Source: an optimization exercise on an open RTL-to-GDS flow (aim: small area and a short achievable clock period). Production flows keep margins and buffers that such runs may drop.
The RTL was checked by simulation tests, not by an equivalence proof against the original design.

## flow/design.v (module list and top-level ports; edited modules follow where they fit)
// module gimbal_bilinear_servo_map: 4063 lines
module gimbal_bilinear_servo_map (
  input  wire                clk,
  input  wire                rst_n,
  input  wire                start,
  output logic               busy,
  input  wire  signed [15:0] in_pitch_setpoint,
  input  wire  signed [15:0] in_yaw_setpoint,
  output logic               out_valid,
  output logic signed [14:0] out_top_angle_raw,
  output logic signed [14:0] out_bottom_angle_raw,
  output logic        [6:0]  out_top_servo_cmd,
  output logic        [6:0]  out_bottom_servo_cmd,
  input  wire                cfg_valid,
  output logic               cfg_ready,
  input  wire         [0:0]  cfg_index,
  input  wire         [15:0] cfg_data
);
  // ...
==> flow/flow/run.sh <==
#!/bin/bash
# Own layout flow: the standard flow with two changes.
#  1. Between synthesis and floorplan, polar.py removes the inverters that Yosys's
#     full-adder extraction leaves between adders, by choosing each full adder's
#     polarity (fa(~a,~b,~c) = ~fa(a,b,c)). Registers, ports and all other cells stay
#     as synthesis made them.
#  2. The port buffers that global placement inserts are buf_2 cells instead of the
#     default delay buffer.
set -euo pipefail
WORK=$(pwd)
R="$WORK/orfs/results/${FLOW_PLATFORM:-sky130hd}/gimbal_bilinear_servo_map/base"
bash standard.sh synth > "$WORK/synth.log" 2>&1
cp "$R/1_2_yosys.v" "$WORK/synth_netlist.v"
python3 "$WORK/flow/polar.py" "$WORK/synth_netlist.v" "$WORK/polar_netlist.v" > "$WORK/polar.log" 2>&1
cp "$WORK/polar_netlist.v" "$R/1_2_yosys.v"
rm -f "$R/1_synth.odb" "$R/1_synth.sdc"
export BUFFER_PORTS_ARGS="-buffer_cell sky130_fd_sc_hd__buf_2"
bash standard.sh > "$WORK/layout.log" 2>&1
==> flow/flow/polar.py <==
#!/usr/bin/env python3
"""Inverter clean-up for a flat sky130hd gate netlist written by Yosys.

The full adders that Yosys extracts often come with an inverter in front of an input or
behind an output.  A full adder with every input complemented gives complemented outputs
(fa(~a, ~b, ~c) = (~s, ~co)), so each full adder may be used in either polarity.  This script
removes all plain inverters, picks a polarity for every full adder that needs the fewest
inverters, swaps a few two-input gates for their complement (nand2/and2, nor2/or2,
xor2/xnor2) where that saves an inverter, and puts back one shared inverter per signal that
still needs its complement.  Registers, ports and every other cell are left as they are.

usage: polar.py IN.v OUT.v
"""
import re
import sys
from collections import defaultdict

LIB = 'sky130_fd_sc_hd__'
OUT_PINS = {'X', 'Y', 'Q', 'Q_N', 'SUM', 'COUT', 'HI', 'LO'}
SWAP = {'nand2_1': ('and2_1', 'X'), 'and2_1': ('nand2_1', 'Y'),
        'nor2_1': ('or2_1', 'X'), 'or2_1': ('nor2_1', 'Y'),
        'xor2_1': ('xnor2_1', 'Y'), 'xnor2_1': ('xor2_1', 'X')}
AREA = {'inv_1': 3.7536, 'nand2_1': 3.7536, 'and2_1': 6.256, 'nor2_1': 3.7536, 'or2_1': 6.256,
        'xor2_1': 8.7584, 'xnor2_1': 8.7584}
INV_COST = AREA['inv_1']


def parse(text):
    m = re.search(r'\bmodule\s+(\w+)\s*\((.*?)\);(.*)\bendmodule', text, re.S)
    name, body = m.group(1), m.group(3)
    header = text[:m.start(3)]
    cells = []
    decls = []
    assigns = []
    pos = 0
    stmt_re = re.compile(r'\s*(.*?);', re.S)
    while True:
        mm = stmt_re.match(body, pos)
        if not mm:
            break
        st = mm.group(1).strip()
        pos = mm.end()
        if not st:
            continue
        if st.startswith(LIB):
            cm = re.match(r'(\S+)\s+(\S+)\s*\((.*)\)\s*$', st, re.S)
            typ, inst, pins = cm.group(1), cm.group(2), cm.group(3)
            conns = {}
            for pm in re.finditer(r'\.(\w+)\s*\(\s*(.*?)\s*\)\s*(?:,|$)', pins, re.S):
                conns[pm.group(1)] = pm.group(2).strip()
            cells.append([typ, inst, conns])
        elif st.startswith('assign'):
            assigns.append(st)
        else:
            decls.append(st)
    return name, header, decls, assigns, cells


def norm(n):
    return n.strip()


def main():
    src, dst = sys.argv[1], sys.argv[2]
    text = open(src).read()
    name, header, decls, assigns, cells = parse(text)
    ports = set()
    for d in decls:
        if d.startswith('input') or d.startswith('output'):
            for p in re.split(r'[,\s]+', re.sub(r'^(input|output)\s*(\[[^\]]*\])?', '', d)):
                if p:
                    ports.add(p)
    frozen = set()
    for a in assigns:
        for tok in re.findall(r"(\\\S+|[A-Za-z_][\w$]*(?:\s*\[\d+\])?)", a[len('assign'):]):
            frozen.add(tok.strip())
    # drivers and loads
    driver = {}
    loads = defaultdict(list)
    for ci, (typ, inst, conns) in enumerate(cells):
        for p, n in conns.items():
            n = norm(n)
            if p in OUT_PINS:
                driver[n] = (ci, p)
            else:
                loads[n].append((ci, p))

    def base_name(n):
        return re.sub(r'\s*\[\d+\]$', '', n)

    def is_port(n):
        return base_name(n) in ports or n in ports

    def short(t):
        return t[len(LIB):] if t.startswith(LIB) else t

    # inverters that can be removed: plain inv cells whose input and output are internal
    # nets (no port, no assign)
    removable = set()
    for ci, (typ, inst, conns) in enumerate(cells):
        if short(typ).startswith('inv_') and 'A' in conns and 'Y' in conns:
            a, y = norm(conns['A']), norm(conns['Y'])
            if is_port(a) or is_port(y) or a in frozen or y in frozen:
                continue
            removable.add(ci)
    # signal classes: follow removable inverter chains back to a root net
    root = {}

    def find_root(n):
        pol = 0
        seen = 0
        while n in driver and driver[n][0] in removable:
            ci = driver[n][0]
            n = norm(cells[ci][2]['A'])
            pol ^= 1
            seen += 1
            if seen > 1000:
                raise RuntimeError('inverter loop')
        return n, pol

    # each consumer pin (not a removable inverter) needs (root, polarity)
    need = []  # (ci, pin, root, pol)
    for n, ls in loads.items():
        r, pol = find_root(n)
        for ci, p in ls:
            if ci in removable:
                continue
            need.append((ci, p, r, pol))
    # roots that are ports or frozen: no inverter removal possible there unless the port is
    # the root (an input port is a fine root, we just drive its complement with a new inverter)
    fa_cells = [ci for ci, c in enumerate(cells) if short(c[0]).startswith('fa_') and ci not in removable]
    fa_set = set(fa_cells)
    # output net of cells that are roots
    # flip[ci] for full adders; swapped[ci] for swappable gates
    flip = {ci: 0 for ci in fa_cells}
    swapped = {}
    # per root: produced polarity = flip of its driver if it is an FA output (else 0)
    root_driver = {}
    for ci, (typ, inst, conns) in enumerate(cells):
        if ci in removable:
            continue
        for p, n in conns.items():
            if p in OUT_PINS:
                root_driver[norm(n)] = (ci, p)
    # consumer requirements per root, with FA consumers flipping their need
    cons = defaultdict(list)   # root -> list of (ci, pin, pol)
    for ci, p, r, pol in need:
        cons[r].append((ci, p, pol))
    outputs_of = defaultdict(list)  # fa ci -> roots it drives
    inputs_of = defaultdict(list)   # fa ci -> roots it reads
    for r, lst in cons.items():
        for ci, p, pol in lst:
            if ci in fa_set:
                inputs_of[ci].append(r)
    for r, (ci, p) in root_driver.items():
        if ci in fa_set:
            outputs_of[ci].append(r)
    swappable_root = {}
    for r, (ci, p) in root_driver.items():
        s = short(cells[ci][0])
        if s in SWAP and r not in frozen and not is_port(r):
            swappable_root[r] = ci

    def root_cost(r):
        drv = root_driver.get(r)
        prod = flip[drv[0]] if drv and drv[0] in fa_set else 0
        wants = set()
        for ci, p, pol in cons[r]:
            w = pol ^ (flip[ci] if ci in fa_set else 0)
            wants.add(w ^ prod)   # 1: consumer needs the complement of what is produced
        if 1 not in wants:
            return 0.0
        if 0 not in wants and r in swappable_root:
            s = short(cells[swappable_root[r]][0])
            return AREA[SWAP[s][0]] - AREA[s]
        return INV_COST

    def local(ci):
        rs = set(inputs_of[ci]) | set(outputs_of[ci])
        return sum(root_cost(r) for r in rs)

    total0 = sum(root_cost(r) for r in cons)
    improved = True
    it = 0
    while improved and it < 50:
        improved = False
        it += 1
        for ci in fa_cells:
            before = local(ci)
            flip[ci] ^= 1
            after = local(ci)
            if after < before - 1e-9:
                improved = True
            else:
                flip[ci] ^= 1
    total1 = sum(root_cost(r) for r in cons)
    # rebuild
    new_cells = []
    extra_decl = []
    ninv = 0
    comp_net = {}

    def complement_net(r):
        nonlocal ninv
        if r not in comp_net:
            nn = f'_pol{ninv}_'
            ninv += 1
            extra_decl.append(f'wire {nn}')
            comp_net[r] = nn
            new_cells.append([LIB + 'inv_1', f'_polinv{ninv}_', {'A': r, 'Y': nn}])
        return comp_net[r]

    conn_override = {}  # (ci, pin) -> net
    cell_type = {}
    for r in cons:
        drv = root_driver.get(r)
        prod = flip[drv[0]] if drv and drv[0] in fa_set else 0
        wants = {}
        for ci, p, pol in cons[r]:
            w = pol ^ (flip[ci] if ci in fa_set else 0) ^ prod
            wants[(ci, p)] = w
        need_comp = any(wants.values())
        all_comp = all(wants.values())
        if need_comp and all_comp and r in swappable_root:
            sci = swappable_root[r]
            s = short(cells[sci][0])
            cell_type[sci] = SWAP[s]
            for k in wants:
                conn_override[k] = r
            continue
        for k, w in wants.items():
            conn_override[k] = complement_net(r) if w else r
    for ci, (typ, inst, conns) in enumerate(cells):
        if ci in removable:
            continue
        c2 = dict(conns)
        for p in list(c2):
            if (ci, p) in conn_override:
                c2[p] = conn_override[(ci, p)]
        if ci in cell_type:
            nt, outp = cell_type[ci]
            oldout = [p for p in c2 if p in OUT_PINS][0]
            net = c2.pop(oldout)
            c2[outp] = net
            typ = LIB + nt
        new_cells.append([typ, inst, c2])
    # output
    out = [header.rstrip() + '\n']
    for d in decls:
        out.append(f'  {d} ;\n')
    for d in extra_decl:
        out.append(f'  {d} ;\n')
    for typ, inst, conns in new_cells:
        pins = ',\n'.join(f'    .{p}({n} )' for p, n in conns.items())
        out.append(f'  {typ} {inst} (\n{pins}\n  );\n')
    for a in assigns:
        out.append(f'  {a} ;\n')
    out.append('endmodule\n')
    open(dst, 'w').write(''.join(out))
    area_inv_before = sum(1 for ci in removable) * INV_COST
    print(f'removable inverters {len(removable)} ({area_inv_before:.0f} um2); cost before flips '
          f'{total0:.0f}, after {total1:.0f}; new inverters {ninv}; swaps {len(cell_type)}; '
          f'full adders flipped {sum(flip.values())}/{len(fa_cells)}')


if __name__ == '__main__':
    main()
==> flow/standard.sh <==
#!/bin/bash
# synth_recipe.tcl (not shown) runs the flow's synth.tcl, then flattens the netlist and writes it again
# the make line also repeats each setting of config.mk as NAME=value (left out here)
make -C /OpenROAD-flow-scripts/flow DESIGN_CONFIG=/design/flow/config.mk WORK_HOME=/design/flow/orfs CLKGATE_MAP_FILE= SYNTH_SCRIPT=/design/flow/synth_recipe.tcl "${@:-finish}"
==> flow/config.mk <==
export PLATFORM = sky130hd
export DESIGN_NAME = gimbal_bilinear_servo_map
export DESIGN_NICKNAME = gimbal_bilinear_servo_map
export VERILOG_FILES = /design/flow/design.v
export SDC_FILE = /design/flow/constraint.sdc
export NUM_CORES = 4
export LEC_CHECK = 0
export ABC_AREA = 1
export CAP_MARGIN = 40
export CORE_MARGIN = 2
export CORE_UTILIZATION = 60
export CTS_BUF_LIST = sky130_fd_sc_hd__clkbuf_4 sky130_fd_sc_hd__clkbuf_8
export PLACE_DENSITY = 0.72
export SLEW_MARGIN = 20
==> flow/constraint.sdc <==
create_clock -name core_clock -period 11.0 [get_ports {clk}]
set_input_delay 2.2000 -clock core_clock [delete_from_list [all_inputs] [get_ports {clk}]]
set_output_delay 2.2000 -clock core_clock [all_outputs]
set_load 0.01 [all_outputs]
==> flow_summary_export.csv, run 1 <==
group,metric,value,unit
outcome,status,"finished clean",
global_routing,gr-usage-met3,0.0475,
finish,final_common_cell,"nand2_1",
sta,rsz0062_at_grt,"no",
setup_path,crit_fanout,27,
floorplanning,nWellTaps,782,
setup_path,startpoint_type,"flip-flop",
setup_path,rrSetupSlack,6.74,ns
clock_network,cts_tree,"built",
floorplanning,fp.dieH,251,um
clock_network,cts_sinks,446,
clock_network,insertion_delay,0.69,ns
setup_path,cp.required,11.57,ns
setup_path,crit_arrival,4.82,ns
setup_path,crit_path_max_incr_delay,0.76,ns
setup_path,cp.depth,15,
finish,clock_buffers,109,
clock_network,clock-root-buffer,"clkbuf_8",
sta,fin_ws,6.74,ns
setup_path,end_kind,"flip-flop",
detailed_routing,postRouteAntennaNets,0,
detailed_routing,vias,28478,
detailed_routing,drc,0,
setup_path,crit_chain,"inv_1, ha_1, inv_1, nand2_2, nand2_4, xor2_1, inv_1, ha_1, inv_1, nand2_1, nand2_1, nand2_1, nand3_1, o31ai_1, o21ai_0",
sta,slew_headroom,0.410,
clock_network,postCtsSetupBuffers,0,
floorplanning,initial_utilization,0.606,
synth,syn_area,0.0366,sq mm
finish,multi_input_area,0.0250,sq mm
detailed_routing,viasPerCell,5.56,
sta,tightestPinTransition,0.884,ns
placement,dp_cells,4975,
placement,dp_slack,6.73,ns
hold_path,hold_end,"a_b_5[6]",
hold_path,min_path_cells,0,
floorplanning,chipWidth,251,um
finish,num_antenna_cells,2,
global_routing,grt_overflow_total,0,
sta,fin_crit_sh,0.387,
==> inputs of run 2 (changes only) <==
--- a/flow/design.v
+++ b/flow/design.v
@@ -392,16 +392,62 @@
       6'd30: div5t = 3'd6;
       6'd31: div5t = 3'd6;
       6'd32: div5t = 3'd6;
       6'd33: div5t = 3'd6;
       6'd34: div5t = 3'd6;
       default: div5t = 'x;
     endcase
   endfunction
+  function automatic logic [7:0] fold_hi(input logic [5:0] a);
+    case (a)
+      6'd0: fold_hi = 8'd75;
+      6'd1: fold_hi = 8'd75;
+      6'd2: fold_hi = 8'd75;
+      6'd3: fold_hi = 8'd75;
+      6'd4: fold_hi = 8'd75;
+      6'd5: fold_hi = 8'd186;
+      6'd6: fold_hi = 8'd186;
+      6'd7: fold_hi = 8'd186;
+      6'd8: fold_hi = 8'd186;
+      6'd9: fold_hi = 8'd186;
+      6'd10: fold_hi = 8'd169;
+      6'd11: fold_hi = 8'd169;
+      6'd12: fold_hi = 8'd169;
+      6'd13: fold_hi = 8'd169;
+      6'd14: fold_hi = 8'd169;
+      6'd15: fold_hi = 8'd152;
+      6'd16: fold_hi = 8'd152;
+      6'd17: fold_hi = 8'd152;
+      6'd18: fold_hi = 8'd152;
+      6'd19: fold_hi = 8'd152;
+      6'd20: fold_hi = 8'd129;
+      6'd44: fold_hi = 8'd1;
+      6'd45: fold_hi = 8'd1;
+      6'd46: fold_hi = 8'd1;
+      6'd47: fold_hi = 8'd1;
+      6'd48: fold_hi = 8'd1;
+      6'd49: fold_hi = 8'd18;
+      6'd50: fold_hi = 8'd18;
+      6'd51: fold_hi = 8'd18;
+      6'd52: fold_hi = 8'd18;
+      6'd53: fold_hi = 8'd18;
+      6'd54: fold_hi = 8'd35;
+      6'd55: fold_hi = 8'd35;
+      6'd56: fold_hi = 8'd35;
+      6'd57: fold_hi = 8'd35;
+      6'd58: fold_hi = 8'd35;
+      6'd59: fold_hi = 8'd52;
+      6'd60: fold_hi = 8'd52;
+      6'd61: fold_hi = 8'd52;
+      6'd62: fold_hi = 8'd52;
+      6'd63: fold_hi = 8'd52;
+      default: fold_hi = 'x;
+    endcase
+  endfunction
   function automatic logic [7:0] x51(input logic [2:0] a);
     case (a)
       3'd0: x51 = 8'd0;
       3'd1: x51 = 8'd51;
       3'd2: x51 = 8'd102;
       3'd3: x51 = 8'd153;
       3'd4: x51 = 8'd204;
       default: x51 = 'x;
@@ -491,16 +537,21 @@
   logic lo_y, hi_y, cl_y;
   assign lo_y = in_yaw_setpoint < -16'sd5120;
   assign hi_y = in_yaw_setpoint > 16'sd5120;
   assign cl_y = lo_y | hi_y;
   logic [3:0] i_y;
   always_ff @(posedge clk) i_y <= lo_y ? 4'd0 : hi_y ? 4'd8 : idx_hi(in_yaw_setpoint[13:8]);
   logic [2:0] hm_y;
   always_ff @(posedge clk) hm_y <= cl_y ? 3'd0 : mod_hi(in_yaw_setpoint[13:8]);
+  logic [7:0] fy;
+  always_ff @(posedge clk) fy <= lo_y ? 8'd1 : hi_y ? 8'h81 : fold_hi(in_yaw_setpoint[13:8]);
+  logic fy_m1, fy_m2;
+  logic [2:0] fy_r1, fy_r2;
+  assign {fy_m1, fy_r1, fy_m2, fy_r2} = fy;
   logic [3:0] la_y;
   always_ff @(posedge clk) la_y <= cl_y ? 4'd0 : in_yaw_setpoint[7:4];
   logic [4:0] ls_y;
   always_ff @(posedge clk) ls_y <= cl_y ? 5'd0 : 5'(in_yaw_setpoint[7:4]) + 5'(in_yaw_setpoint[3:0]);
   logic [5:0] t_y;
   logic [7:0] x51_y;
   logic [2:0] ft_y;
   logic uy_s0;
@@ -543,25 +594,20 @@
   logic [7:0] f_y;
   always_ff @(posedge clk) f_y <= fs_y;
   logic [3:0] ic_y;
   assign ic_y = i_y;
   logic [7:0] yf3;
   always_ff @(posedge clk) yf3 <= f_y;
   logic [7:0] yf4;
   always_ff @(posedge clk) yf4 <= yf3;
-  logic m1, m2;
-  logic [2:0] r1;
-  assign m1 = i_y > 4'd4;
-  assign r1 = m1 ? 3'(4'd8 - i_y) : i_y[2:0];
-  assign m2 = i_y[2];
   logic [5:0] a_dh1;
   logic [5:0] a_dh2;
-  assign a_dh1 = {r1, i_p[2:0] ^ {3{m1}}};
-  assign a_dh2 = {m2 ? {1'b0, ~i_y[1:0]} : 3'(i_y[1:0] + 3'd1), i_p[2:0] ^ {3{m2}}};
+  assign a_dh1 = {fy_r1, i_p[2:0] ^ {3{fy_m1}}};
+  assign a_dh2 = {fy_r2, i_p[2:0] ^ {3{fy_m2}}};
   logic mg_c;
   assign mg_c = (i_y > 4'd4) | (i_y == 4'd4 && i_p > 4'd4);
   logic [0:0] mg;
   always_ff @(posedge clk) mg <= mg_c;
   logic [6:0] a_g;
   always_ff @(posedge clk) a_g <= {mg_c ? 3'(4'd8 - i_y) : i_y[2:0], mg_c ? 4'(4'd8 - i_p) : i_p};
   logic [5:0] a_nd;
   always_ff @(posedge clk) a_nd <= {i_y[1:0] ^ {2{i_y[2]}}, i_y[2] ? 4'(4'd8 - i_p) : i_p};
==> flow/config.mk (replaced) <==
export PLATFORM = sky130hd
export DESIGN_NAME = gimbal_bilinear_servo_map
export DESIGN_NICKNAME = gimbal_bilinear_servo_map
export VERILOG_FILES = /design/flow/design.v
export SDC_FILE = /design/flow/constraint.sdc
export NUM_CORES = 4
export LEC_CHECK = 0
export ABC_AREA = 1
export CAP_MARGIN = 40
export CORE_MARGIN = 2
export CORE_UTILIZATION = 70
export CTS_BUF_LIST = sky130_fd_sc_hd__clkbuf_16
export CTS_CLUSTER_DIAMETER = 100
export CTS_CLUSTER_SIZE = 25
export PLACE_DENSITY = 0.85
export SLEW_MARGIN = 20
==> flow_summary_export.csv, run 2 <==
group,metric,value,unit
outcome,status,"finished clean",
sta,final.setup.tns,0,ns
sta,fin_crit_sh,0.368,
clock_network,cts_sinks,452,
clock_network,h-tree-depth,1,
setup_path,rr_worst_depth,18,
detailed_routing,wire_per_inst,19.2,um
floorplanning,io_pins,100,
placement,gp_congestion,1.10,
clock_network,cts_resized,0,
placement,port_buffers,98,
sta,final_max_slew_viol_count,0,
detailed_routing,vias,29318,
placement,post-dp-hpwl,76.2,mm
clock_network,hold_buffers,0,
global_routing,grt_overflow_total,0,
setup_path,critical_path_class,"flip-flop to flip-flop",
setup_path,cp.required,11.53,ns
hold_path,min_path_cells,0,
floorplanning,coreArea,0.0523,sq mm
global_routing,grt_usage,0.356,
finish,final_cell_mix,"nand2_1 (765), inv_1 (582), fa_1 (458)",
setup_path,crit_arrival,4.58,ns
global_routing,antenna_found_initial,1,
global_routing,use_met1,0.444,
sta,skew,0.0239,ns
detailed_routing,drt-initial-drc-count,2809,
flow_run,cap_violations,0,
synth,synth_nets,5134,
sta,fin_crit,4.05,ns
global_routing,grt_max_degree,42,
finish,layout-drive-gt1-share,0.0462,
clock_network,cts_buffers,24,
finish,design_area,0.0386,sq mm
hold_path,min_path_type,"flip-flop to flip-flop",
floorplanning,dieArea,0.0545,sq mm
finish,nNetsFinal,5142,
finish,top_regs,"pitch_ofs_r (16), yaw_ofs_r (16)",
floorplanning,chipWidth,233,um
synth,ys_warn_count,1,
global_routing,globalRouteMet2Util,0.616,
detailed_routing,viasPerCell,5.89,
finish,num_antenna_cells,0,
sta,tightestPinTransition,0.795,ns
global_routing,grt_pass1_wl,152,mm
detailed_routing,drc,0,
clock_network,clock-root-buffer,"clkbuf_16",
detailed_routing,drt_pass1_iterations,8,
global_routing,gr-usage-met3,0.0552,
sta,hold_viol,0,
floorplanning,rows,84,
finish,finalNonFillerCells,4976,
sta,fmax,247,MHz
clock_network,cts_tree,"built",
synth,syn_area,0.0369,sq mm
detailed_routing,postRouteAntennaNets,0,
clock_network,clkTransAtPathRegs,0.10,ns
synth,netlist_instances,4271,
setup_path,startpoint_type,"flip-flop",
clock_network,postCtsSetupBuffers,0,
sta,rsz0062_at_grt,"no",
detailed_routing,wirelength,95.6,mm
clock_network,insertion_delay,0.60,ns
global_routing,grt_pass1_vias,29374,
setup_path,crit_fanout,6,
synth,avgSynthCellArea,8.63,sq um
sta,setup_violations,0,
finish,area_growth,4.66,%
placement,dpl_cell_area,0.0378,sq mm
placement,dp_cells,4941,
global_routing,grt.busiest_layer,"met2",
clock_network,clockBufferDepth,3,
floorplanning,fp.dieH,233,um
finish,final_common_cell,"nand2_1",
sta,slew_headroom,0.465,
setup_path,end_kind,"flip-flop",
floorplanning,initial_utilization,0.704,
[run 2: final timing paths]
check	slack, ns	to	start
worst max-delay path	6.95	f_y[7]	hm_y[1]
worst min-delay path	0.33	a_t_5[2]	a_t[2]
worst max register to register	6.95	f_y[7]	hm_y[1]
worst min register to register	0.33	a_t_5[2]	a_t[2]
[run 2: critical path, stage by stage (launching register included)]
cell and delay [ns]:
dfxtp_1 0.47, ha_1 0.28, nand3_1 0.08, nand3_1 0.11, xor2_1 0.34, nand2_1 0.12
nand2_1 0.11, o21a_1 0.15, inv_1 0.06, fa_1 0.46, fa_1 0.49, ha_1 0.36
nand3_1 0.09, nand2_1 0.10, a21oi_1 0.07, o21bai_1 0.18, a21oi_1 0.10, nor3_1 0.24
xor2_1 0.17
[run 2: area by class of cell]
type,count,area [sq um]
multi-input cells,3094,25000
inverters,585,2200
well taps,688,861
fillers,3846,13800
clock inverters,11,155
clock buffers,24,601
flip-flops and latches,452,9050
repair buffers,122,678
[run 2: per-stage QoR]
step	hold slack, ns	util	worst slack, ns
finish	0.325	0.737	6.95
global route	0.336	0.737	6.65
CTS	0.330	0.737	7.00
detailed placement	0.312	0.723	6.84
global placement	0.310	0.722	6.97
floorplan	0.310	-	7.17
[run 2: per-layer routing]
metal  share of wire  vias to the layer above
li1                -                    13547
met1            0.39                    13958
met2            0.48                     1489
met3           0.078                      322
met4           0.051                        2
met5         0.00014                        -
==> inputs of run 3 (changes only) <==
--- a/flow/config.mk
+++ b/flow/config.mk
@@ -9,8 +9,8 @@
 export CAP_MARGIN = 40
 export CORE_MARGIN = 2
-export CORE_UTILIZATION = 70
+export CORE_UTILIZATION = 60
 export CTS_BUF_LIST = sky130_fd_sc_hd__clkbuf_16
 export CTS_CLUSTER_DIAMETER = 100
 export CTS_CLUSTER_SIZE = 25
-export PLACE_DENSITY = 0.85
+export PLACE_DENSITY = 0.72
 export SLEW_MARGIN = 20
==> flow_summary_export.csv, run 3 <==
group,metric,value,unit
synth,netlist_instances,4271,
clock_network,clock-root-buffer,"clkbuf_16",
sta,hold_viol,0,
clock_network,insertion_delay,0.59,ns
global_routing,grt_usage,0.302,
setup_path,critical_path_class,"flip-flop to flip-flop",
floorplanning,coreArea,0.0606,sq mm
finish,fillers,5199,
finish,multi_input_area,0.0250,sq mm
detailed_routing,wl_met1,40.1,mm
clock_network,cts_resized,0,
sta,fin_crit,3.91,ns
detailed_routing,highest_layer,"met4",
floorplanning,rows,90,
finish,nNetsFinal,5142,
finish,area_growth,5.22,%
clock_network,clockBufferDepth,3,
detailed_routing,route.met2.wl,43.4,mm
outcome,status,"finished clean",
sta,fin_ws,7.09,ns
synth,synth_nets,5134,
floorplanning,initial_utilization,0.608,
setup_path,end_kind,"flip-flop",
placement,dp_cells,5032,
setup_path,crit_fanout,6,
finish,final_util,0.640,
floorplanning,chipWidth,252,um
detailed_routing,drt_pass1_iterations,5,
global_routing,grt_overflow_total,0,
placement,dp_slack,6.86,ns
sta,skew,0.0244,ns
detailed_routing,vias,28199,
sta,slew_headroom,0.423,
clock_network,cts_buffers,27,
global_routing,grt_max_degree,42,
finish,register_area,0.00905,sq mm
sta,setup_violations,0,
setup_path,cp.required,11.53,ns
detailed_routing,drt-initial-drc-count,1991,
clock_network,cts_sinks,452,
placement,post-dp-hpwl,75.0,mm
synth,syn_area,0.0369,sq mm
detailed_routing,postRouteAntennaNets,0,
finish,finalNonFillerCells,5074,
clock_network,postCtsSetupBuffers,0,
placement,gp_congestion,1.05,
sta,final_max_slew_viol_count,0,
floorplanning,fp.dieH,252,um
detailed_routing,wirelength,93.4,mm
setup_path,crit_arrival,4.44,ns
synth,ys_warn_count,1,
detailed_routing,viasPerCell,5.56,
global_routing,grt_pass1_vias,28679,
finish,final_common_cell,"nand2_1",
sta,tightestPinTransition,0.864,ns
finish,design_area,0.0388,sq mm
sta,fmax,256,MHz
global_routing,grt_pass1_wl,152,mm
floorplanning,io_pins,100,
sta,fin_crit_sh,0.356,
flow_run,cap_violations,0,
floorplanning,dieArea,0.0634,sq mm
detailed_routing,wl_met3,5.37,mm
finish,final_cell_mix,"nand2_1 (765), inv_1 (581), fa_1 (458)",
hold_path,min_path_type,"flip-flop to flip-flop",
placement,port_buffers,98,
clock_network,cts_tree,"built",
clock_network,hold_buffers,0,
placement,dpl_cell_area,0.0379,sq mm
global_routing,antenna_found_initial,1,
finish,num_antenna_cells,0,
setup_path,startpoint_type,"flip-flop",
clock_network,h-tree-depth,1,
detailed_routing,wire_per_inst,18.4,um
finish,top_regs,"pitch_ofs_r (16), yaw_ofs_r (16)",
finish,layout-drive-gt1-share,0.0468,
clock_network,clkTransAtPathRegs,0.10,ns
sta,final.setup.tns,0,ns
synth,avgSynthCellArea,8.63,sq um
detailed_routing,drc,0,
sta,rsz0062_at_grt,"no",
run 3: final timing paths:
check	startpoint	endpoint	slack, ns	cells past startpoint
worst min-delay path	a_t[11]	a_t_5[11]	0.32	0
worst max-delay path	hm_y[1]	f_y[7]	7.09	18
worst min register to register	a_t[11]	a_t_5[11]	0.32	0
worst max register to register	hm_y[1]	f_y[7]	7.09	18
run 3: metal layers:
| layer | vias up | GRT usage |
|---|---|---|
| li1 | 13553 | - |
| met1 | 13461 | 0.405 |
| met2 | 972 | 0.502 |
| met3 | 213 | 0.0312 |
| met4 | 0 | 0.123 |
| met5 | - | 0 |
run 3: layout make-up:
type                            count  area share
Tap cell                          782      0.0252
Inverter                          585      0.0566
Multi-Input combinational cell   3094       0.646
Timing Repair Buffer              119      0.0171
Sequential cell                   452       0.233
Clock buffer                       27      0.0174
Clock inverter                     15     0.00477
run 3: critical path, cell delays in order, from the launching register on:
cell      delay [ns]
dfxtp_1         0.46
ha_1            0.27
nand3_1         0.09
nand3_1         0.10
xor2_1          0.30
nand2_1         0.12
nand2_1         0.10
o21a_1          0.15
inv_1           0.05
fa_1            0.46
fa_1            0.47
ha_1            0.36
nand3_1         0.09
nand2_1         0.12
a21oi_1         0.08
o21bai_1        0.20
a21oi_1         0.10
nor3_1          0.18
xor2_1          0.15
run 3: stage by stage:
stage	hold WS [ns]
2_1_floorplan	0.310
3_3_place_gp	0.310
3_5_place_dp	0.312
4_1_cts	0.325
5_1_grt	0.327
6_report	0.319

separate check: timing with driven ports:
No port has a modelled driver above. Below, the same layouts with a new extraction and two added sets of constraints. Step 1 (the two cells are an assumption about what drives the block):
set clk [get_ports {clk}]
set_driving_cell -lib_cell sky130_fd_sc_hd__clkbuf_16 $clk
set_driving_cell -lib_cell sky130_fd_sc_hd__buf_2 [delete_from_list [all_inputs] $clk]
Step 2, shift: input delay + t, output delay - t, t = (earliest + latest rising clock arrival at the registers) / 2. This alone moves slack from input paths to output paths. a / b / c = no drivers / after step 1 / after step 2; a / b = the first two.
| run | t, ns | slack for setup (ns) | worst hold slack (ns) | slew at the worst register clock pin (ns) | worst slew at a driven data input, ns |
|---|---|---|---|---|---|
| run 1 | 0.734 | 6.741 / 6.741 / 6.736 | 0.325 / 0.325 / 0.325 | 0.07 / 0.07 | 0.06 |
| run 2 | 0.651 | 6.949 / 6.949 / 6.780 | 0.325 / 0.325 / 0.325 | 0.10 / 0.10 | 0.06 |
| run 3 | 0.645 | 7.089 / 7.089 / 6.889 | 0.319 / 0.319 / 0.319 | 0.10 / 0.10 | 0.05 |
After both steps setup and hold are still met in every run listed. The setup slack of run 3, which loses most, moves by 0.000 ns with the drivers and by -0.200 ns with both steps.
